From an optimization exercise on the open Yosys and OpenROAD flow, aimed at small area, a short achievable clock period and few clock cycles; shortcuts taken in it are not production practice.
Only simulation tests tie the RTL to the original design; equivalence was not proved.

<file path="flow/flow/run.sh">
#!/bin/bash
set -euo pipefail
bash standard.sh SETUP_SLACK_MARGIN=6.0 "BUFFER_PORTS_ARGS=-buffer_cell sky130_fd_sc_hd__buf_2" finish > standard_flow.log 2>&1
</file>
<file path="flow/standard.sh">
#!/bin/bash
# synth_recipe.tcl (not shown) runs the flow's synth.tcl, then flattens the netlist and writes it again
# the make line also repeats each setting of config.mk as NAME=value (left out here)
make -C /OpenROAD-flow-scripts/flow DESIGN_CONFIG=/design/flow/config.mk WORK_HOME=/design/flow/orfs CLKGATE_MAP_FILE= SYNTH_SCRIPT=/design/flow/synth_recipe.tcl "${@:-finish}"
</file>
<file path="flow/config.mk">
export PLATFORM = sky130hd
export DESIGN_NAME = mod_exp
export DESIGN_NICKNAME = mod_exp
export VERILOG_FILES = /design/flow/design.v
export SDC_FILE = /design/flow/constraint.sdc
export NUM_CORES = 4
export LEC_CHECK = 0
export ABC_CLOCK_PERIOD_IN_PS = 4000
export CAP_MARGIN = 20
export CORE_MARGIN = 2
export CORE_UTILIZATION = 35
export PLACE_DENSITY = 0.5
export SLEW_MARGIN = 20
export TNS_END_PERCENT = 100
</file>
<file path="flow/constraint.sdc">
create_clock -name core_clock -period 11.0 [get_ports {clk}]
set_input_delay 2.2000 -clock core_clock [delete_from_list [all_inputs] [get_ports {clk}]]
set_output_delay 2.2000 -clock core_clock [all_outputs]
set_load 0.01 [all_outputs]
</file>
<file path="flow/design.v">
package mod_exp_pkg;
  localparam int MOD_EXP_WIDTH = 256;
  localparam int MM_RADIX_BITS = 8;
  localparam int MM_DIGITS     = 34;
  localparam int R2_H          = 17;
  localparam int R2_SQ1        = 4;
  localparam int R2_TWO        = 0;
  localparam int R2_SQ2        = 0;
  localparam int RES_BLK       = 8;
endpackage
module mod_exp_mul_mod
#(
  parameter int W  = 266,
  parameter int BW = 265,
  parameter int NW = 264,
  parameter int K  = 8
) (
  input  logic [W-1:0]   s_i,
  input  logic [W-1:0]   c_i,
  input  logic           cin_i,
  input  logic [K-1:0]   q,
  input  logic [2*K-1:0] pab,
  input  logic [K-1:0]   pabn,
  input  logic [W+K-1:0] ps,
  input  logic [W+K-1:0] pc,
  input  logic [NW-1:0]  nt,
  input  logic [K-1:0]   n1,
  output logic [W-1:0]   s_o,
  output logic [W-1:0]   c_o,
  output logic           cin_o,
  output logic [K-1:0]   q_o
);
  localparam int M = W + K;
  logic [M-1:0] s_w, c_w;
  assign s_w = M'(s_i);
  assign c_w = M'(c_i);
  logic [M-1:0] q0;
  logic [M-1:0] q1;
  logic [M-1:0] q2;
  logic [M-1:0] q3;
  logic [M-1:0] q4;
  logic [M-1:0] q5;
  logic [M-1:0] q6;
  logic [M-1:0] q7;
  assign q0 = q[0] ? (M'(nt)) : '0;
  assign q1 = (q[1] ? (M'(nt) << 1) : '0) | M'(cin_i);    
  assign q2 = q[2] ? (M'(nt) << 2) : '0;
  assign q3 = q[3] ? (M'(nt) << 3) : '0;
  assign q4 = q[4] ? (M'(nt) << 4) : '0;
  assign q5 = q[5] ? (M'(nt) << 5) : '0;
  assign q6 = q[6] ? (M'(nt) << 6) : '0;
  assign q7 = q[7] ? (M'(nt) << 7) : '0;
  logic [M-1:0] fs0, fc0;    
  assign fs0 = s_w ^ c_w ^ ps;
  assign fc0 = M'(((s_w & c_w) | (s_w & ps) | (c_w & ps)) << 1);
  logic [M-1:0] fs1, fc1;    
  assign fs1 = pc ^ q0 ^ q1;
  assign fc1 = M'(((pc & q0) | (pc & q1) | (q0 & q1)) << 1);
  logic [M-1:0] fs2, fc2;    
  assign fs2 = q2 ^ q3 ^ q4;
  assign fc2 = M'(((q2 & q3) | (q2 & q4) | (q3 & q4)) << 1);
  logic [M-1:0] fs3, fc3;    
  assign fs3 = q5 ^ q6 ^ q7;
  assign fc3 = M'(((q5 & q6) | (q5 & q7) | (q6 & q7)) << 1);
  logic [M-1:0] fs4, fc4;    
  assign fs4 = fs0 ^ fc0 ^ fs1;
  assign fc4 = M'(((fs0 & fc0) | (fs0 & fs1) | (fc0 & fs1)) << 1);
  logic [M-1:0] fs5, fc5;    
  assign fs5 = fc1 ^ fs2 ^ fc2;
  assign fc5 = M'(((fc1 & fs2) | (fc1 & fc2) | (fs2 & fc2)) << 1);
  logic [M-1:0] fs6, fc6;    
  assign fs6 = fs4 ^ fc4 ^ fs5;
  assign fc6 = M'(((fs4 & fc4) | (fs4 & fs5) | (fc4 & fs5)) << 1);
  logic [M-1:0] fs7, fc7;    
  assign fs7 = fc5 ^ fs3 ^ fc3;
  assign fc7 = M'(((fc5 & fs3) | (fc5 & fc3) | (fs3 & fc3)) << 1);
  logic [M-1:0] fs8, fc8;    
  assign fs8 = fs6 ^ fc6 ^ fs7;
  assign fc8 = M'(((fs6 & fc6) | (fs6 & fs7) | (fc6 & fs7)) << 1);
  logic [M-1:0] fs9, fc9;    
  assign fs9 = fs8 ^ fc8 ^ fc7;
  assign fc9 = M'(((fs8 & fc8) | (fs8 & fc7) | (fc8 & fc7)) << 1);
  assign cin_o = |{fs9[K-1:0], fc9[K-1:0]};
  assign s_o   = fs9[M-1:K];
  assign c_o   = fc9[M-1:K];
  logic [2*K-1:0] z_s;
  assign z_s = s_i[2*K-1:0] + c_i[2*K-1:0] + (2*K)'(cin_i) + pab;
  logic [K-1:0] qr0, qr1, qr2, qr3, qr4, qr5, qr6, qr7;
  assign qr0 = q[0] ? K'(n1 << 0) : '0;
  assign qr1 = q[1] ? K'(n1 << 1) : '0;
  assign qr2 = q[2] ? K'(n1 << 2) : '0;
  assign qr3 = q[3] ? K'(n1 << 3) : '0;
  assign qr4 = q[4] ? K'(n1 << 4) : '0;
  assign qr5 = q[5] ? K'(n1 << 5) : '0;
  assign qr6 = q[6] ? K'(n1 << 6) : '0;
  assign qr7 = q[7] ? K'(n1 << 7) : '0;
  logic [K-1:0] us0, uc0;
  assign us0 = pabn ^ qr0 ^ qr1;
  assign uc0 = K'(((pabn & qr0) | (pabn & qr1) | (qr0 & qr1)) << 1);
  logic [K-1:0] us1, uc1;
  assign us1 = qr2 ^ qr3 ^ qr4;
  assign uc1 = K'(((qr2 & qr3) | (qr2 & qr4) | (qr3 & qr4)) << 1);
  logic [K-1:0] us2, uc2;
  assign us2 = qr5 ^ qr6 ^ qr7;
  assign uc2 = K'(((qr5 & qr6) | (qr5 & qr7) | (qr6 & qr7)) << 1);
  logic [K-1:0] us3, uc3;
  assign us3 = us0 ^ uc0 ^ us1;
  assign uc3 = K'(((us0 & uc0) | (us0 & us1) | (uc0 & us1)) << 1);
  logic [K-1:0] us4, uc4;
  assign us4 = uc1 ^ us2 ^ uc2;
  assign uc4 = K'(((uc1 & us2) | (uc1 & uc2) | (us2 & uc2)) << 1);
  logic [K-1:0] us5, uc5;
  assign us5 = us3 ^ uc3 ^ us4;
  assign uc5 = K'(((us3 & uc3) | (us3 & us4) | (uc3 & us4)) << 1);
  logic [K-1:0] us6, uc6;
  assign us6 = us5 ^ uc5 ^ uc4;
  assign uc6 = K'(((us5 & uc5) | (us5 & uc4) | (uc5 & uc4)) << 1);
  assign q_o = z_s[2*K-1:K] + us6 + uc6;
endmodule
module mod_exp_prow
#(
  parameter int W  = 266,
  parameter int BW = 265,
  parameter int K  = 8
) (
  input  logic [K-1:0]   a,
  input  logic [BW-1:0]  b,
  output logic [W+K-1:0] ps,
  output logic [W+K-1:0] pc
);
  localparam int M = W + K;
  logic [M-1:0] p0;
  assign p0 = a[0] ? (M'(b)) : '0;
  logic [M-1:0] p1;
  assign p1 = a[1] ? (M'(b) << 1) : '0;
  logic [M-1:0] p2;
  assign p2 = a[2] ? (M'(b) << 2) : '0;
  logic [M-1:0] p3;
  assign p3 = a[3] ? (M'(b) << 3) : '0;
  logic [M-1:0] p4;
  assign p4 = a[4] ? (M'(b) << 4) : '0;
  logic [M-1:0] p5;
  assign p5 = a[5] ? (M'(b) << 5) : '0;
  logic [M-1:0] p6;
  assign p6 = a[6] ? (M'(b) << 6) : '0;
  logic [M-1:0] p7;
  assign p7 = a[7] ? (M'(b) << 7) : '0;
  logic [M-1:0] gs0, gc0;
  assign gs0 = p0 ^ p1 ^ p2;
  assign gc0 = M'(((p0 & p1) | (p0 & p2) | (p1 & p2)) << 1);
  logic [M-1:0] gs1, gc1;
  assign gs1 = p3 ^ p4 ^ p5;
  assign gc1 = M'(((p3 & p4) | (p3 & p5) | (p4 & p5)) << 1);
  logic [M-1:0] gs2, gc2;
  assign gs2 = gs0 ^ gc0 ^ gs1;
  assign gc2 = M'(((gs0 & gc0) | (gs0 & gs1) | (gc0 & gs1)) << 1);
  logic [M-1:0] gs3, gc3;
  assign gs3 = gc1 ^ p6 ^ p7;
  assign gc3 = M'(((gc1 & p6) | (gc1 & p7) | (p6 & p7)) << 1);
  logic [M-1:0] gs4, gc4;
  assign gs4 = gs2 ^ gc2 ^ gs3;
  assign gc4 = M'(((gs2 & gc2) | (gs2 & gs3) | (gc2 & gs3)) << 1);
  logic [M-1:0] gs5, gc5;
  assign gs5 = gs4 ^ gc4 ^ gc3;
  assign gc5 = M'(((gs4 & gc4) | (gs4 & gc3) | (gc4 & gc3)) << 1);
  assign ps = gs5;
  assign pc = gc5;
endmodule
module mod_exp_pmul
#(
  parameter int K = 8
) (
  input  logic [K-1:0]   a,
  input  logic [2*K-1:0] b,
  output logic [2*K-1:0] p
);
  assign p = (a[0] ? (2*K)'(b << 0) : (2*K)'(0)) + (a[1] ? (2*K)'(b << 1) : (2*K)'(0)) + (a[2] ? (2*K)'(b << 2) : (2*K)'(0)) + (a[3] ? (2*K)'(b << 3) : (2*K)'(0)) + (a[4] ? (2*K)'(b << 4) : (2*K)'(0)) + (a[5] ? (2*K)'(b << 5) : (2*K)'(0)) + (a[6] ? (2*K)'(b << 6) : (2*K)'(0)) + (a[7] ? (2*K)'(b << 7) : (2*K)'(0));
endmodule
module mod_exp_np
#(
  parameter int K = 8
) (
  input  logic [K-1:0] n,
  output logic [K-1:0] np
);
  always_comb begin
    case (n)
      8'd1: np = 8'd255;
      8'd3: np = 8'd85;
      8'd5: np = 8'd51;
      8'd7: np = 8'd73;
      8'd9: np = 8'd199;
      8'd11: np = 8'd93;
      8'd13: np = 8'd59;
      8'd15: np = 8'd17;
      8'd17: np = 8'd15;
      8'd19: np = 8'd229;
      8'd21: np = 8'd195;
      8'd23: np = 8'd89;
      8'd25: np = 8'd215;
      8'd27: np = 8'd237;
      8'd29: np = 8'd203;
      8'd31: np = 8'd33;
      8'd33: np = 8'd31;
      8'd35: np = 8'd117;
      8'd37: np = 8'd83;
      8'd39: np = 8'd105;
      8'd41: np = 8'd231;
      8'd43: np = 8'd125;
      8'd45: np = 8'd91;
      8'd47: np = 8'd49;
      8'd49: np = 8'd47;
      8'd51: np = 8'd5;
      8'd53: np = 8'd227;
      8'd55: np = 8'd121;
      8'd57: np = 8'd247;
      8'd59: np = 8'd13;
      8'd61: np = 8'd235;
      8'd63: np = 8'd65;
      8'd65: np = 8'd63;
      8'd67: np = 8'd149;
      8'd69: np = 8'd115;
      8'd71: np = 8'd137;
      8'd73: np = 8'd7;
      8'd75: np = 8'd157;
      8'd77: np = 8'd123;
      8'd79: np = 8'd81;
      8'd81: np = 8'd79;
      8'd83: np = 8'd37;
      8'd85: np = 8'd3;
      8'd87: np = 8'd153;
      8'd89: np = 8'd23;
      8'd91: np = 8'd45;
      8'd93: np = 8'd11;
      8'd95: np = 8'd97;
      8'd97: np = 8'd95;
      8'd99: np = 8'd181;
      8'd101: np = 8'd147;
      8'd103: np = 8'd169;
      8'd105: np = 8'd39;
      8'd107: np = 8'd189;
      8'd109: np = 8'd155;
      8'd111: np = 8'd113;
      8'd113: np = 8'd111;
      8'd115: np = 8'd69;
      8'd117: np = 8'd35;
      8'd119: np = 8'd185;
      8'd121: np = 8'd55;
      8'd123: np = 8'd77;
      8'd125: np = 8'd43;
      8'd127: np = 8'd129;
      8'd129: np = 8'd127;
      8'd131: np = 8'd213;
      8'd133: np = 8'd179;
      8'd135: np = 8'd201;
      8'd137: np = 8'd71;
      8'd139: np = 8'd221;
      8'd141: np = 8'd187;
      8'd143: np = 8'd145;
      8'd145: np = 8'd143;
      8'd147: np = 8'd101;
      8'd149: np = 8'd67;
      8'd151: np = 8'd217;
      8'd153: np = 8'd87;
      8'd155: np = 8'd109;
      8'd157: np = 8'd75;
      8'd159: np = 8'd161;
      8'd161: np = 8'd159;
      8'd163: np = 8'd245;
      8'd165: np = 8'd211;
      8'd167: np = 8'd233;
      8'd169: np = 8'd103;
      8'd171: np = 8'd253;
      8'd173: np = 8'd219;
      8'd175: np = 8'd177;
      8'd177: np = 8'd175;
      8'd179: np = 8'd133;
      8'd181: np = 8'd99;
      8'd183: np = 8'd249;
      8'd185: np = 8'd119;
      8'd187: np = 8'd141;
      8'd189: np = 8'd107;
      8'd191: np = 8'd193;
      8'd193: np = 8'd191;
      8'd195: np = 8'd21;
      8'd197: np = 8'd243;
      8'd199: np = 8'd9;
      8'd201: np = 8'd135;
      8'd203: np = 8'd29;
      8'd205: np = 8'd251;
      8'd207: np = 8'd209;
      8'd209: np = 8'd207;
      8'd211: np = 8'd165;
      8'd213: np = 8'd131;
      8'd215: np = 8'd25;
      8'd217: np = 8'd151;
      8'd219: np = 8'd173;
      8'd221: np = 8'd139;
      8'd223: np = 8'd225;
      8'd225: np = 8'd223;
      8'd227: np = 8'd53;
      8'd229: np = 8'd19;
      8'd231: np = 8'd41;
      8'd233: np = 8'd167;
      8'd235: np = 8'd61;
      8'd237: np = 8'd27;
      8'd239: np = 8'd241;
      8'd241: np = 8'd239;
      8'd243: np = 8'd197;
      8'd245: np = 8'd163;
      8'd247: np = 8'd57;
      8'd249: np = 8'd183;
      8'd251: np = 8'd205;
      8'd253: np = 8'd171;
      8'd255: np = 8'd1;
      default: np = '0;
    endcase
  end
endmodule
import mod_exp_pkg::*;
module mod_exp
#(
  parameter int EXP_BITS = 256,
  parameter int WIDTH    = mod_exp_pkg::MOD_EXP_WIDTH
) (
  input  logic                clk,
  input  logic                reset,
  input  logic                start,
  input  logic [WIDTH-1:0]    base,
  input  logic [EXP_BITS-1:0] exp,
  input  logic [WIDTH-1:0]    n,
  output logic [WIDTH-1:0]    result,
  output logic                done,
  output logic                busy
);
  localparam int K     = mod_exp_pkg::MM_RADIX_BITS;
  localparam int L     = mod_exp_pkg::MM_DIGITS;        
  localparam int KL    = K * L;
  localparam int W     = WIDTH + K + 2;                 
  localparam int XW    = WIDTH + K + 1;                 
  localparam int NTW   = WIDTH + K;                     
  localparam int EH    = KL + mod_exp_pkg::R2_H;        
  localparam int BLK   = mod_exp_pkg::RES_BLK;
  localparam int NBLK  = (W + BLK - 1) / BLK;
  localparam int IW    = $clog2(L + 1);
  localparam int DW    = $clog2(EH + 1);
  localparam int EW    = $clog2(EXP_BITS);
  localparam logic [3:0] ST_IDLE = 4'd0;
  localparam logic [3:0] ST_INIT = 4'd1;
  localparam logic [3:0] ST_NT   = 4'd2;    
  localparam logic [3:0] ST_LOAD = 4'd3;    
  localparam logic [3:0] ST_RES  = 4'd4;    
  localparam logic [3:0] ST_PRE  = 4'd5;    
  localparam logic [3:0] ST_MM   = 4'd6;    
  localparam logic [3:0] ST_R2N  = 4'd7;    
  localparam logic [3:0] ST_TOP  = 4'd8;    
  localparam logic [3:0] ST_DEC  = 4'd9;    
  localparam logic [3:0] ST_NT0  = 4'd10;   
  localparam logic [3:0] ST_PRE0 = 4'd11;   
  localparam logic [3:0] OP_NT   = 4'd0;    
  localparam logic [3:0] OP_DBL  = 4'd1;    
  localparam logic [3:0] OP_RED  = 4'd2;    
  localparam logic [3:0] OP_R2   = 4'd3;    
  localparam logic [3:0] OP_BC1  = 4'd4;    
  localparam logic [3:0] OP_BC   = 4'd5;    
  localparam logic [3:0] OP_B2   = 4'd6;    
  localparam logic [3:0] OP_B3   = 4'd7;    
  localparam logic [3:0] OP_SQR  = 4'd8;    
  localparam logic [3:0] OP_MUL  = 4'd9;    
  localparam logic [3:0] OP_MUL3 = 4'd10;   
  localparam logic [3:0] OP_ONE  = 4'd11;   
  localparam logic [1:0] PL_NONE = 2'd0;    
  localparam logic [1:0] PL_MUL  = 2'd1;    
  localparam logic [1:0] PL_SQR3 = 2'd2;    
  localparam logic [1:0] PL_MUL3 = 2'd3;    
  logic [3:0]          state_r, op_r;
  logic [1:0]          pl_r;
  logic                done_r, busy_r;
  logic [WIDTH-1:0]    result_r, n_r;
  logic [NTW-1:0]      nt_r;
  logic [K-1:0]        n1_r;
  logic [XW-1:0]       base_r, b3_r, x_r;
  logic [EXP_BITS-1:0] exp_r;
  logic [K-1:0]        a_r, anx_r, q_r;
  logic [K-1:0]        annx_r;              
  logic [2*K-1:0]      pab_r, pab1_r;       
  logic [1:0]          asrc_r;              
  logic [W-1:0]        s_r, c_r;
  logic [W+K-1:0]      ps_r, pc_r;          
  logic                cin_r;
  logic [IW-1:0]       i_r;
  logic [DW-1:0]       dcnt_r;
  logic [EW-1:0]       ecnt_r;
  logic                norm_r, ezero_r;
  logic                ph_r;                
  logic [2:0]          sq_r;                
  logic [W-1:0]   mm_s_s, mm_c_s;
  logic           mm_cin_s;
  logic [K-1:0]   mm_q_s;
  logic [2*K-1:0] pab0_s, pab1_s, pabn_s;
  localparam logic [1:0] A_X    = 2'd0;
  localparam logic [1:0] A_BASE = 2'd1;
  localparam logic [1:0] A_B3   = 2'd2;
  localparam logic [1:0] A_ONE  = 2'd3;
  mod_exp_mul_mod #(
    .W  (W),
    .BW (XW),
    .NW (NTW),
    .K  (K)
  ) mul_mod (
    .s_i   (s_r),
    .c_i   (c_r),
    .cin_i (cin_r),
    .q     (q_r),
    .pab   (pab_r),
    .pabn  (pab1_r[K-1:0]),
    .ps    (ps_r),
    .pc    (pc_r),
    .nt    (nt_r),
    .n1    (n1_r),
    .s_o   (mm_s_s),
    .c_o   (mm_c_s),
    .cin_o (mm_cin_s),
    .q_o   (mm_q_s)
  );
  logic [XW-1:0] asel_s;
  logic [XW-1:0] am_r;
  logic [K-1:0]  digit_s, dig0_s, dig1_s, dig2_s;
  always_comb begin
    case (asrc_r)
      A_X:     asel_s = x_r;
      A_BASE:  asel_s = base_r;
      A_B3:    asel_s = b3_r;
      default: asel_s = XW'(1);
    endcase
    {dig2_s, dig1_s, dig0_s} = asel_s[3*K-1:0];
    digit_s = am_r[K-1:0];
  end
  always_ff @(posedge clk) begin
    if (state_r == ST_PRE0) begin
      am_r <= asel_s >> (3*K);
    end else if (state_r == ST_MM) begin
      am_r <= am_r >> K;
    end
  end
  logic [K-1:0]   pa_s;
  logic [W+K-1:0] ps_s, pc_s;
  assign pa_s = (state_r == ST_MM) ? anx_r : a_r;
  mod_exp_prow #(.W(W), .BW(XW), .K(K)) prow (.a(pa_s), .b(x_r), .ps(ps_s), .pc(pc_s));
  always_ff @(posedge clk) begin
    ps_r <= ps_s;
    pc_r <= pc_s;
  end
  mod_exp_pmul #(.K(K)) pm0 (.a(a_r), .b(x_r[2*K-1:0]), .p(pab0_s));
  mod_exp_pmul #(.K(K)) pm1 (.a(anx_r), .b(x_r[2*K-1:0]), .p(pab1_s));
  mod_exp_pmul #(.K(K)) pmn (.a(annx_r), .b(x_r[2*K-1:0]), .p(pabn_s));
  logic [W-1:0]    rs_s, rc_s;
  logic [NBLK-1:0] rco_s;
  logic            rdone_s;    
  logic            rpred_s;    
  logic            rfin_r;     
  logic [NBLK-1:0] rones_s;
  for (genvar j = 0; j < NBLK; j++) begin : g_res
    localparam int LO = j * BLK;
    localparam int HI = (LO + BLK > W) ? W : LO + BLK;
    localparam int BN = HI - LO;
    logic [BN:0] t;
    logic        ci;
    if (j == 0) begin : g_c0
      assign ci = cin_r;
      assign rc_s[HI-1:LO] = '0;
    end else begin : g_cj
      assign ci = 1'b0;
      assign rc_s[HI-1:LO] = BN'(rco_s[j-1]);
    end
    assign t             = (BN+1)'(s_r[HI-1:LO]) + (BN+1)'(c_r[HI-1:LO]) + (BN+1)'(ci);
    assign rs_s[HI-1:LO] = t[BN-1:0];
    assign rco_s[j]      = t[BN];
  end
  assign rdone_s = ~|rco_s[NBLK-2:0];
  for (genvar j = 0; j < NBLK; j++) begin : g_ones
    localparam int LO = j * BLK;
    localparam int HI = (LO + BLK > W) ? W : LO + BLK;
    assign rones_s[j] = (&rs_s[HI-1:LO]) & rc_s[LO];
  end
  assign rpred_s = ~|rones_s[NBLK-2:0];
  always_ff @(posedge clk) begin
    rfin_r <= !reset && (state_r == ST_RES) && !rfin_r && rpred_s;
  end
  logic [11:0] opoh_r;
  always_ff @(posedge clk) begin
    opoh_r <= 12'(1) << op_r;
  end
  logic          sign_s;
  logic [K-1:0]  np_s;
  assign sign_s = rs_s[W-1];
  mod_exp_np #(.K(K)) np_tab (.n(n_r[K-1:0]), .np(np_s));
  logic [3:0] dop_s;
  logic [1:0] dpl_s;
  logic       dsh1_s, dsh2_s;
  always_comb begin
    dop_s  = OP_SQR;
    dpl_s  = PL_NONE;
    dsh1_s = 1'b0;
    dsh2_s = 1'b0;
    if (ecnt_r == '0) begin
      dop_s = OP_ONE;
    end else if (!exp_r[EXP_BITS-2]) begin
      dsh1_s = 1'b1;
    end else if (ecnt_r != EW'(1) && exp_r[EXP_BITS-3]) begin
      dsh2_s = 1'b1;
      dpl_s  = PL_SQR3;
    end else begin
      dsh1_s = 1'b1;
      dpl_s  = PL_MUL;
    end
  end
  always_ff @(posedge clk) begin
    case (state_r)
      ST_INIT, ST_NT0, ST_PRE0, ST_PRE: begin
        s_r   <= '0;
        c_r   <= '0;
        cin_r <= 1'b0;
      end
      ST_NT, ST_MM: begin
        s_r   <= mm_s_s;
        c_r   <= mm_c_s;
        cin_r <= mm_cin_s;
      end
      ST_LOAD: begin
        s_r   <= (op_r == OP_DBL) ? W'({x_r, 1'b0}) : W'(x_r);
        c_r   <= {{(W-NTW){1'b1}}, ~nt_r};
        cin_r <= 1'b1;
      end
      default: begin
        s_r   <= rs_s;
        c_r   <= rc_s;
        cin_r <= 1'b0;
      end
    endcase
  end
  always_ff @(posedge clk) begin
    begin
      done_r <= 1'b0;
      if (norm_r) begin
        if (exp_r[EXP_BITS-1]) begin
          norm_r <= 1'b0;
        end else if (ecnt_r == '0) begin
          norm_r  <= 1'b0;
          ezero_r <= 1'b1;
        end else begin
          exp_r  <= exp_r << 1;
          ecnt_r <= ecnt_r - EW'(1);
        end
      end
      case (state_r)
        ST_IDLE: begin
          base_r <= XW'(base);
          exp_r  <= exp;
          n_r    <= n;
          busy_r <= start;
          if (start) begin
            state_r <= ST_INIT;
          end
        end
        ST_INIT: begin
          ecnt_r  <= EW'(EXP_BITS - 1);
          norm_r  <= 1'b1;
          ezero_r <= 1'b0;
          x_r     <= XW'({n_r, K'(0)});
          asrc_r  <= A_X;
          a_r     <= np_s;
          q_r     <= '0;
          op_r    <= OP_NT;
          state_r <= ST_NT0;
        end
        ST_NT0: begin
          state_r <= ST_NT;
        end
        ST_NT: begin
          state_r <= ST_RES;
        end
        ST_LOAD: begin
          state_r <= ST_RES;
        end
        ST_PRE0: begin
          a_r     <= dig0_s;
          anx_r   <= dig1_s;
          annx_r  <= dig2_s;
          state_r <= ST_PRE;
        end
        ST_PRE: begin
          pab_r   <= pab0_s;
          pab1_r  <= pab1_s;
          q_r     <= pab0_s[K-1:0];
          i_r     <= '0;
          state_r <= ST_MM;
        end
        ST_MM: begin
          a_r   <= anx_r;
          anx_r  <= annx_r;
          annx_r <= digit_s;
          q_r   <= mm_q_s;
          pab_r  <= pab1_r;
          pab1_r <= pabn_s;
          i_r   <= i_r + IW'(1);
          if (i_r == IW'(L - 1)) begin
            state_r <= ST_RES;
          end
        end
        ST_R2N: begin
          state_r <= ST_PRE0;
          asrc_r  <= A_BASE;
          if (sq_r != 3'd0) begin
            sq_r   <= sq_r - 3'd1;
            op_r   <= OP_R2;
            asrc_r <= A_X;
          end else if (!ph_r && mod_exp_pkg::R2_TWO != 0) begin
            op_r <= OP_BC1;
            ph_r <= 1'b1;
            sq_r <= 3'(mod_exp_pkg::R2_SQ2);
          end else begin
            op_r <= OP_BC;
          end
        end
        ST_TOP: begin
          if (ecnt_r != '0 && exp_r[EXP_BITS-2]) begin
            exp_r  <= exp_r << 1;
            ecnt_r <= ecnt_r - EW'(1);
          end else begin
            x_r <= base_r;
          end
          state_r <= ST_DEC;
        end
        ST_DEC: begin
          op_r    <= dop_s;
          pl_r    <= dpl_s;
          asrc_r  <= (dop_s == OP_SQR) ? A_X : A_ONE;
          if (dsh1_s) begin
            exp_r  <= exp_r << 1;
            ecnt_r <= ecnt_r - EW'(1);
          end else if (dsh2_s) begin
            exp_r  <= exp_r << 2;
            ecnt_r <= ecnt_r - EW'(2);
          end
          state_r <= ST_PRE0;
        end
        ST_RES: ;   
        default: state_r <= ST_IDLE;
      endcase
      if (rfin_r && (opoh_r[OP_NT])) begin
            nt_r    <= rs_s[NTW-1:0];
            n1_r    <= rs_s[2*K-1:K] + K'(1);
            op_r    <= OP_DBL;
            state_r <= ST_LOAD;
            if (n_r[WIDTH-1]) begin
              x_r    <= {{(XW-WIDTH){1'b0}}, ~n_r | WIDTH'(1)};   
              dcnt_r <= DW'(EH - WIDTH);
            end else begin
              x_r    <= XW'(1);
              dcnt_r <= DW'(EH);
            end
      end
      if (rfin_r && (opoh_r[OP_DBL])) begin
            x_r    <= sign_s ? {x_r[XW-2:0], 1'b0} : rs_s[XW-1:0];
            dcnt_r <= dcnt_r - DW'(1);
            if (dcnt_r == DW'(1)) begin
              ph_r    <= 1'b0;
              sq_r    <= 3'(mod_exp_pkg::R2_SQ1);
              state_r <= ST_R2N;
            end else begin
              state_r <= ST_LOAD;
            end
      end
      if (rfin_r && (opoh_r[OP_RED])) begin
            x_r    <= sign_s ? x_r : rs_s[XW-1:0];
            nt_r   <= nt_r >> 1;
            sq_r   <= sq_r - 3'd1;
            state_r <= ST_LOAD;
            if (sq_r == 3'd0) begin
              result_r <= sign_s ? x_r[WIDTH-1:0] : rs_s[WIDTH-1:0];
              done_r   <= 1'b1;
              state_r  <= ST_IDLE;
            end
      end
      if (rfin_r && (opoh_r[OP_R2])) begin
            x_r     <= rs_s[XW-1:0];
            state_r <= ST_R2N;
      end
      if (rfin_r && (opoh_r[OP_BC1])) begin
            base_r  <= rs_s[XW-1:0];
            state_r <= ST_R2N;
      end
      if (rfin_r && (opoh_r[OP_BC])) begin
            x_r     <= rs_s[XW-1:0];
            base_r  <= rs_s[XW-1:0];
            op_r    <= OP_B2;
            asrc_r  <= A_X;
            state_r <= ST_PRE0;
            if (ezero_r) begin
              result_r <= WIDTH'(1);
              done_r   <= 1'b1;
              state_r  <= ST_IDLE;
            end
      end
      if (rfin_r && (opoh_r[OP_B2])) begin
            x_r     <= rs_s[XW-1:0];
            op_r    <= OP_B3;
            asrc_r  <= A_BASE;
            state_r <= ST_PRE0;
      end
      if (rfin_r && (opoh_r[OP_B3])) begin
            x_r     <= rs_s[XW-1:0];
            b3_r    <= rs_s[XW-1:0];
            state_r <= ST_TOP;
      end
      if (rfin_r && (opoh_r[OP_ONE])) begin
            x_r     <= rs_s[XW-1:0];
            nt_r    <= NTW'({n_r, (K-1)'(0)});
            sq_r    <= 3'(K - 1);
            op_r    <= OP_RED;
            state_r <= ST_LOAD;
      end
      if (rfin_r && (opoh_r[OP_SQR] || opoh_r[OP_MUL] || opoh_r[OP_MUL3])) begin
            x_r     <= rs_s[XW-1:0];
            state_r <= ST_PRE0;
            if (opoh_r[OP_SQR] && pl_r == PL_MUL) begin
              op_r   <= OP_MUL;
              asrc_r <= A_BASE;
            end else if (opoh_r[OP_SQR] && pl_r == PL_SQR3) begin
              pl_r   <= PL_MUL3;
              asrc_r <= A_X;
            end else if (opoh_r[OP_SQR] && pl_r == PL_MUL3) begin
              op_r   <= OP_MUL3;
              asrc_r <= A_B3;
            end else begin
              op_r   <= dop_s;
              pl_r   <= dpl_s;
              asrc_r <= (dop_s == OP_SQR) ? A_X : A_ONE;
              if (dsh1_s) begin
                exp_r  <= exp_r << 1;
                ecnt_r <= ecnt_r - EW'(1);
              end else if (dsh2_s) begin
                exp_r  <= exp_r << 2;
                ecnt_r <= ecnt_r - EW'(2);
              end
            end
      end
    end
    if (reset) begin
      state_r  <= ST_IDLE;
      done_r   <= 1'b0;
      busy_r   <= 1'b0;
      result_r <= '0;
      norm_r   <= 1'b0;
    end
  end
  assign result = result_r;
  assign done   = done_r;
  assign busy   = busy_r;
endmodule
</file>
==> results of run 1 <==
==> cell usage in the layout, fill, tap and decap left out, types with 1044 or more instances in the layout <==
master / n
a21oi_1: 1333
and2_1: 2252
dfxtp_1: 1632
edfxtp_1: 1638
fa_1: 4475
inv_1: 5747
nand2_1: 2603
nor2_1: 1044
nor2b_1: 1612
o21ai_0: 1066
==> registers in the layout, indices dropped and copies added, names as in the netlist, 12 cells and up <==
name      cells
am_r        241
b3_r        265
base_r      265
c_r         266
exp_r       256
n_r         256
nt_r        264
opoh_r       12
pab1_r       16
pab_r        16
pc_r        268
ps_r        272
result_r    256
s_r         266
x_r         265
==> cell type report <==
class,count,share of cell area
multi-input cells,18676,0.552
flip-flops and latches,3276,0.256
inverters,5759,0.0675
well taps,10855,0.0423
clock buffers,559,0.0368
repair buffers,1601,0.0355
clock inverters,243,0.00922
diodes,91,0.000710
==> worst max-delay path, cell delays in order, from the launching register on <==
cell and delay (ns):
dfxtp_2 0.57, nor2b_4 0.30, nand2_8 0.23, nand2_1 0.63, nand2_8 0.26, buf_6 0.28
buf_16 0.21, nand2_1 0.39, fa_1 0.46, fa_1 0.55, inv_1 0.05, fa_1 0.42
==> cell usage after synthesis (37+ instances only) <==
cell      number  area (um2)
inv_1       5752       21600
fa_1        4478       89600
nand2_1     2622        9840
and2_1      2256       14100
clkbuf_1    1711        6420
dfxtp_1     1638       32800
edfxtp_1    1638       49200
nor2b_1     1615       10100
a21oi_1     1350        6760
o21ai_0     1073        5370
nor2_1      1058        3970
mux2i_1      713        7140
o221ai_1     631        5530
a22oi_1      526        3950
ha_1         417        5220
o22ai_1      356        2230
xnor2_1      192        1680
a31oi_1      152         951
buf_1        143         537
mux2_2       110        1240
xor2_1       100         876
o21a_1        98         736
a21o_1        85         638
buf_2         76         380
a211oi_1      75         563
o22a_1        73         639
nand3_1       67         335
nor3_1        64         320
a22o_1        60         526
nor3b_1       50         375
o211ai_1      39         293
o32ai_1       37         324
==> repair_timing <==
item                                    in CTS  in global routing
gates resized for setup                     89                 86
endpoints found under the hold margin        0                  0
cloned                                      16                  6
buffers inserted                            82                 33
pin swaps                                   11                 36
hold buffers                                 0                  0
endpoints found under the setup margin     902                662
==> routing by layer <==
layer  global-route usage  share of wire  wire, um
met1                0.364           0.41    476000
met2                0.437           0.46    529000
met3               0.0600          0.084     97500
met4                0.117          0.050     57600
met5                    0         0.0010      1210
==> through the flow <==
stage / hold slack (ns) / setup WS, ns / cells
6_report: 0.452 / 6.02 / 41060
5_1_grt: 0.472 / 5.93 / 40991
4_1_cts: 0.455 / 5.99 / 40928
3_3_place_gp: 0.444 / 3.13 / 40026
2_1_floorplan: 0.439 / 5.65 / 29638
3_5_place_dp: 0.448 / 4.61 / 40028
==> cell families (layout without fill, tap and decap cells) <==
logic type	Yosys count	in the layout	synth area share
AOI/OAI and AO/OA	4756	4756	0.105
xor gates and xnor gates	295	295	0.00907
adders and majority gates	4895	4895	0.330
buffers and inverters	7690	8162	0.101
DFF	3276	3276	0.285
muxes	824	825	0.0292
other	0	91	0
and+or+nand+nor	7902	7905	0.140
==> worst min path at each step <==
stage / startpoint / cells past startpoint / to / slack [ns]
after CTS: result_r[66]$_SDFF_PP0_ / 2 / result_r[66]$_SDFF_PP0_ / 0.45
final: result_r[42]$_SDFF_PP0_ / 2 / result_r[42]$_SDFF_PP0_ / 0.45
after floorplan: sq_r[1]$_SDFF_PP1_ / 2 / sq_r[1]$_SDFF_PP1_ / 0.44
after global placement: result_r[242]$_SDFF_PP0_ / 2 / result_r[242]$_SDFF_PP0_ / 0.44
after detailed placement: result_r[66]$_SDFF_PP0_ / 2 / result_r[66]$_SDFF_PP0_ / 0.45
after global routing: result_r[42]$_SDFF_PP0_ / 2 / result_r[42]$_SDFF_PP0_ / 0.47
==> reports/summary.txt, run 1 <==
design area = 321000 um2
Synth Warn # = 2
final setup fails = 0
register area = 82000 um2
Area after DPL = 304000 um2
maximum clock frequency = 0.201 GHz
period utilization = 0.453
vias per cell = 5.36
DR pass1 iterations = 8
drt drc = 0
clock-pin slew on the worst setup and hold paths = 0.06 ns
Max-Cap Viols = 0
Crit path arrival time = 5.89 ns
actual slew at the worst max-slew pin = 1.24 ns
Synthesized Nets = 35304
EDFF count, synth = 1638
IO buf count = 1028
CTS buffer count = 422
setup_tns = 0 ns
outcome = complete, no violations
mapped cell area = 287000 um2
post-synthesis sequential area ratio = 0.285
fin nets = 35402
root buf cell = clkbuf_16
Syn Inst Count = 29638
HPWL after detailed placement = 814 mm
TritonCTS clock tree = done
core area = 818000 um2
CP endpoint kind = flop
via count = 220048
DRT antenna net count = 0
vias in the first global route = 230857
FF+latch count, synth = 3276
fraction of registers with async set/reset = 0
Final Slew Violations = 0
CP endpoint = ps_r[125]$_DFF_P_
RR Endpoint = ps_r[125]$_DFF_P_
final hold vios = 0
worst r2r src = state_r[2]$_SDFFE_PP0P_
Max FO, Critical Path = 61
type of the tightest min-delay check = reg -> reg
row cnt = 332
largest net degree at the start of global routing = 187
unrepaired setup endpoints after global routing = yes
latest clock arrival within the worst-skew pair = 1.18 ns
Final Core Density = 0.392
average routed wire per standard cell = 28.3 um
clock buffer depth = 4
first-pass GRT wire length = 1670 mm
initial antenna violation count = 213
ys flop type = edfxtp_1
H-tree depth = 5
area grow syn2layout = 11.7%
Rel. slew slack = 0.168
Worst Clk Skew = 0.173 ns
die height = 910 um
DIE WIDTH = 910 um
# clock sinks = 3276
io pins = 1029
CP required = 11.91 ns
All-Layer GR Usage = 0.275
drt total wl = 1160 mm
FF-to-FF path depth = 11
synth unique cells = 93
# fillers = 81556
total die area = 828000 um2
layout cells sized above 1 = 0.0858
min Tclk post-route = 4.98 ns
total grt overflow = 0
crit path from = state_r[2]$_SDFFE_PP0P_
kind of critical path = reg -> reg
Iteration-0 DRC Markers = 20233
global placement routability congestion = 0.886
r2r setup slk = 6.02 ns
crit path launch type = flop
Initial Utilization = 0.351
Syn Area/Cell = 9.69 um2
Multi-input gate area = 177000 um2
Testbench counts, summed over its fixed seeds: cycles 258,124.
==> run 2: changes to the inputs <==
==> flow/flow/run.sh (replaced) <==
#!/bin/bash
set -euo pipefail
bash standard.sh SETUP_SLACK_MARGIN=6.5 "BUFFER_PORTS_ARGS=-buffer_cell sky130_fd_sc_hd__buf_2" finish > standard_flow.log 2>&1
==> reports/summary.txt, run 2 <==
Syn Inst Count = 29638
FF+latch count, synth = 3276
fraction of registers with async set/reset = 0
clock buffer depth = 4
TritonCTS clock tree = done
EDFF count, synth = 1638
All-Layer GR Usage = 0.297
design area = 333000 um2
post-synthesis sequential area ratio = 0.285
period utilization = 0.441
Crit path arrival time = 5.81 ns
area grow syn2layout = 16.0%
H-tree depth = 5
most frequent cells in the layout = 5364 x inv_1, 4077 x fa_1, 2592 x nand2_1
Rel. slew slack = 0.207
actual slew at the worst max-slew pin = 1.19 ns
average routed wire per standard cell = 30.7 um
main combinational cell family by area after synthesis = adder cells
CP required = 11.96 ns
post-synthesis compound-gate area fraction = 0.105
ys flop type = edfxtp_1
max FFs per register = 272
vias per cell = 5.48
root buf cell = clkbuf_16
Initial Utilization = 0.351
via count = 227977
kind of critical path = reg -> reg
HPWL after detailed placement = 808 mm
drt total wl = 1270 mm
Max FO, Critical Path = 7
Reg with most FFs = ps_r
Synth area leader = fa_1
final setup fails = 0
drt drc = 0
Iteration-0 DRC Markers = 24476
r2r setup slk = 6.15 ns
clock-pin slew on the worst setup and hold paths = 0.06 ns
Area after DPL = 304000 um2
biggest regs = ps_r: 272 flops, pc_r: 268 flops
Simple-Gate Fraction of Synth Area = 0.140
maximum clock frequency = 0.206 GHz
total die area = 828000 um2
Max-Cap Viols = 0
mapped cell area = 287000 um2
CTS buffer count = 432
row cnt = 332
CP endpoint kind = flop
cts-stage hold buffer count = 0
type of the tightest min-delay check = reg -> reg
IO buf count = 1028
Final Slew Violations = 0
slack of the critical path = 6.15 ns
initial antenna violation count = 276
core area = 818000 um2
final hold vios = 0
total grt overflow = 0
setup_tns = 0 ns
Synth Warn # = 2
most common cell after layout, fill and taps aside = inv_1
Worst Clk Skew = 0.165 ns
DR pass1 iterations = 8
DRT antenna net count = 0
DIE WIDTH = 910 um
share of the synthesized area in the top cell type = 0.312
unrepaired setup endpoints after global routing = yes
first-pass GRT wire length = 1780 mm
die height = 910 um
# clock sinks = 3276
adder-cell area share of the yosys netlist = 0.330
crit path launch type = flop
Synthesized Nets = 35304
global placement routability congestion = 0.886
Synth area leaders = fa_1 31%, edfxtp_1 17%, dfxtp_1 11%
Syn Area/Cell = 9.69 um2
vias in the first global route = 235465
worst setup slack after placement = 4.53 ns
fin nets = 35839
latest clock arrival within the worst-skew pair = 1.18 ns
min Tclk post-route = 4.85 ns
synth unique cells = 93
Post-synth top cells = 5752 x inv_1, 4478 x fa_1, 2622 x nand2_1, 2256 x and2_1, 1711 x clkbuf_1
largest net degree at the start of global routing = 196
cell with the most instances after synthesis = inv_1
io pins = 1029
xor-xnor portion of the synthesized cell area = 0.00907
mux cell area share after synthesis = 0.0292
# fillers = 80349
outcome = complete, no violations
layout cells sized above 1 = 0.141
## run 2: critical path: stages (launching register included)
cell      delay, ns
edfxtp_1       0.45
buf_6          0.17
buf_6          0.12
buf_16         0.13
buf_12         0.14
buf_16         0.17
buf_16         0.17
buf_8          0.16
and2_4         0.13
fa_2           0.52
inv_1          0.05
fa_2           0.45
fa_1           0.51
inv_1          0.05
fa_1           0.48
inv_1          0.05
fa_2           0.55
o221ai_1       0.12
o21a_1         0.16
## run 2: stage by stage
stage / hold WS (ns) / utilization / std cells
floorplan: 0.439 / - / 29638
global placement: 0.444 / 0.372 / 40008
detailed placement: 0.446 / 0.372 / 40010
CTS: 0.454 / 0.401 / 41239
global route: 0.477 / 0.407 / 41452
finish: 0.452 / 0.407 / 41570
## run 2: cells by family after synthesis
family	count (synthesis)
xor+xnor	295
compound gates	4756
flops	3276
mux	824
simple gates	7902
buf+inv	7690
fa+ha+maj	4895
## run 2: worst paths after layout
path | from | to | depth (start not counted)
max | q_r[0]$_SDFFCE_PN0P_ | s_r[177]$_DFF_P_ | 18
min | result_r[250]$_SDFF_PP0_ | result_r[250]$_SDFF_PP0_ | 2
max reg2reg | q_r[0]$_SDFFCE_PN0P_ | s_r[177]$_DFF_P_ | 18
min reg2reg | result_r[250]$_SDFF_PP0_ | result_r[250]$_SDFF_PP0_ | 2
## run 2: what timing repair did
item / 4_1_cts / 5_1_grt
gates resized for setup: 842 / 1029
gates cloned: 153 / 36
setup buffers: 259 / 135
pin swaps: 712 / 1084
endpoints found under the setup margin: 1673 / 1092
hold endpoints to repair: 0 / 0
## run 2: metal layers
metal | vias up | GRT usage | share of wire
li1 | 94439 | - | -
met1 | 118900 | 0.389 | 0.39
met2 | 11786 | 0.470 | 0.45
met3 | 2642 | 0.0672 | 0.098
met4 | 210 | 0.135 | 0.057
met5 | - | 0 | 0.0012
## run 2: layout make-up
type | instances | area, um2 | area share
Multi-Input combinational cell | 18678 | 180000 | 0.542
Clock buffer | 599 | 12200 | 0.0365
Tap cell | 10855 | 13600 | 0.0408
Timing Repair Buffer | 2026 | 20200 | 0.0608
Antenna cell | 159 | 398 | 0.00119
Sequential cell | 3276 | 82000 | 0.246
Clock inverter | 218 | 2610 | 0.00782
Inverter | 5759 | 21700 | 0.0650
==> run 3: changes to the inputs <==
--- a/flow/config.mk
+++ b/flow/config.mk
@@ -8,7 +8,7 @@
 export ABC_CLOCK_PERIOD_IN_PS = 4000
 export CAP_MARGIN = 20
 export CORE_MARGIN = 2
-export CORE_UTILIZATION = 35
-export PLACE_DENSITY = 0.5
+export CORE_UTILIZATION = 40
+export PLACE_DENSITY = 0.55
 export SLEW_MARGIN = 20
 export TNS_END_PERCENT = 100
==> reports/summary.txt, run 3 <==
Syn Area/Cell = 9.69 um2
Final Slew Violations = 31
Cell Chain, Critical Path = clkbuf_16 -> and2_4 -> fa_1 -> inv_2 -> fa_1 -> inv_2 -> fa_1 -> ha_1 -> inv_1 -> fa_1 -> inv_2 -> ha_4 -> o21ai_1 -> nand2b_1 -> a21o_1 -> a21oi_2 -> xnor2_1 -> xnor2_1 -> o22ai_1
FF+latch count, synth = 3276
root buf cell = clkbuf_16
register area = 82000 um2
final hold vios = 0
area grow syn2layout = 14.9%
worst setup slack after placement = 4.63 ns
Synth area leader = fa_1
Multi-input gate area = 180000 um2
synth unique cells = 93
mapped cell area = 287000 um2
All-Layer GR Usage = 0.318
ys flop type = edfxtp_1
Iteration-0 DRC Markers = 26195
slowest stage delay, CP = 0.53 ns
CP required = 11.90 ns
outcome = complete, but fails checks
row cnt = 311
largest net degree at the start of global routing = 186
period utilization = 0.434
DRT antenna net count = 0
min Tclk post-route = 4.77 ns
WP buf/inv = 5
drt total wl = 1230 mm
fraction of registers with async set/reset = 0
crit path launch type = flop
Top cell by count, worst path = fa_1
violated checks = max-slew violations
CTS buffer count = 413
global placement routability congestion = 0.903
Initial Utilization = 0.401
post-synthesis sequential area ratio = 0.285
Synthesized Nets = 35304
clock buffer depth = 4
EDFF count, synth = 1638
Max-Cap Viols = 0
Rel. slew slack = -0.0758
Synth Warn # = 2
io pins = 1029
TritonCTS clock tree = done
latest clock arrival within the worst-skew pair = 1.16 ns
CP endpoint kind = flop
type of the tightest min-delay check = reg -> reg
Worst Clk Skew = 0.133 ns
most common cell after layout, fill and taps aside = inv_1
Post-synth top cells = 5752 x inv_1, 4478 x fa_1, 2622 x nand2_1, 2256 x and2_1, 1711 x clkbuf_1
share of the synthesized area in the top cell type = 0.312
Syn Inst Count = 29638
DIE WIDTH = 851 um
biggest regs = ps_r: 272 flops, pc_r: 268 flops
Crit path arrival time = 5.67 ns
# fillers = 67709
H-tree depth = 5
kind of critical path = reg -> reg
most frequent cells in the layout = 5400 x inv_1, 4136 x fa_1, 2591 x nand2_1
clock-pin slew on the worst setup and hold paths = 0.07 ns
drt drc = 0
vias in the first global route = 232864
cell with the most instances after synthesis = inv_1
total die area = 725000 um2
Slowest-stage cell, CP = fa_1
# clock sinks = 3276
via count = 229278
maximum clock frequency = 0.210 GHz
die height = 851 um
max FFs per register = 272
setup_tns = 0 ns
total grt overflow = 0
Largest delay share family, worst path = adder cells
vias per cell = 5.70
HPWL after detailed placement = 772 mm
actual slew at the worst max-slew pin = 1.61 ns
unrepaired setup endpoints after global routing = yes
IO buf count = 1028
first-pass GRT wire length = 1680 mm
initial antenna violation count = 259
core area = 716000 um2
average routed wire per standard cell = 30.6 um
fin nets = 35748
Max FO, Critical Path = 4
Synth area leaders = fa_1 31%, edfxtp_1 17%, dfxtp_1 11%
DR pass1 iterations = 6
slack of the critical path = 6.23 ns
final setup fails = 0
Reg with most FFs = ps_r
layout cells sized above 1 = 0.136
## run 3: final timing paths
kind                                                 to  slack [ns]  cells past startpoint                     from
worst max-delay path               q_r[7]$_SDFFCE_PN0P_        6.23                     19     q_r[1]$_SDFFCE_PN0P_
worst min-delay path            result_r[66]$_SDFF_PP0_        0.45                      2  result_r[66]$_SDFF_PP0_
worst max register to register     q_r[7]$_SDFFCE_PN0P_        6.23                     19     q_r[1]$_SDFFCE_PN0P_
worst min register to register  result_r[66]$_SDFF_PP0_        0.45                      2  result_r[66]$_SDFF_PP0_
## run 3: through the flow
step	hold WS [ns]	utilization	cell area (um2)	instances
floorplan	0.439	-	288000	29638
CTS	0.454	0.450	322000	39731
global route	0.471	0.460	330000	40047
global placement	0.444	0.421	302000	38675
finish	0.450	0.461	330000	40201
detailed placement	0.446	0.421	302000	38678
## run 3: worst reg2reg max path: cells and delay by family, from the launching register on
family | cells | cell delay (ns)
simple gates | 2 | 0.23
flops | 1 | 0.47
fa+ha+maj | 6 | 2.52
compound gates | 4 | 0.50
buf+inv | 5 | 0.40
xor+xnor | 2 | 0.38
## run 3: kinds of logic after synthesis
family | after synthesis | synth area share
AND/OR/NAND/NOR | 7902 | 0.140
adder cells (fa/ha/maj) | 4895 | 0.330
AO/OA/AOI/OAI | 4756 | 0.105
flip-flops | 3276 | 0.285
buffers and inverters | 7690 | 0.101
multiplexers | 824 | 0.0292
XOR/XNOR | 295 | 0.00907
## run 3: final cells by class
cell class,count,area share
Sequential cell,3276,0.249
Timing Repair Buffer,1952,0.0581
Inverter,5759,0.0657
Multi-Input combinational cell,18680,0.546
Clock buffer,568,0.0358
Tap cell,9546,0.0362
Antenna cell,204,0.00155
Clock inverter,216,0.00807
## run 3: routing by layer
layer	global-route usage	up-vias	part of all wire	wire length, um
met5	0	-	0.00089	1090
met4	0.167	168	0.065	80000
met1	0.418	118099	0.38	466000
met3	0.0723	2960	0.11	135000
li1	-	94305	-	-
met2	0.492	13746	0.44	546000
## run 3: repair_timing
item,4_1_cts,5_1_grt
hold endpoints to repair,0,0
resized for setup,444,1365
pin swaps,221,1190
buffers inserted,157,169
cloned,112,97
setup endpoints to repair,1728,1352
hold buffers,0,0

## re-timing with driven ports
Ports are ideal in the flow. The routed layouts listed here were re-timed in OpenROAD. Step 1: set_driving_cell puts a clkbuf_16 on clk and a buf_2 on each other input, an assumption about the parent block. Step 2 moves the port delays by t, midway between the first and last clock arrival at a register: inputs arrive t later, outputs are due t later. That takes back most of the time a late clock gives input paths. a / b / c = ideal ports / drivers / drivers and shift; a / b = the first two.
run | t, ns | setup WS [ns] | clock arrival spread, ns | worst register clock-pin slew, ns | worst slew at a driven data input, ns
run 1 | 1.241 | 6.015 / 6.015 / 5.541 | 0.174 / 0.175 | 0.07 / 0.07 | 0.22
run 2 | 1.236 | 6.151 / 6.151 / 5.575 | 0.172 / 0.172 | 0.07 / 0.07 | 0.20
run 3 | 1.235 | 6.229 / 6.229 / 5.401 | 0.137 / 0.138 | 0.07 / 0.07 | 0.17
For run 3, which loses most, drivers alone change the setup slack by 0.000 ns; drivers and shift together by -0.828 ns.
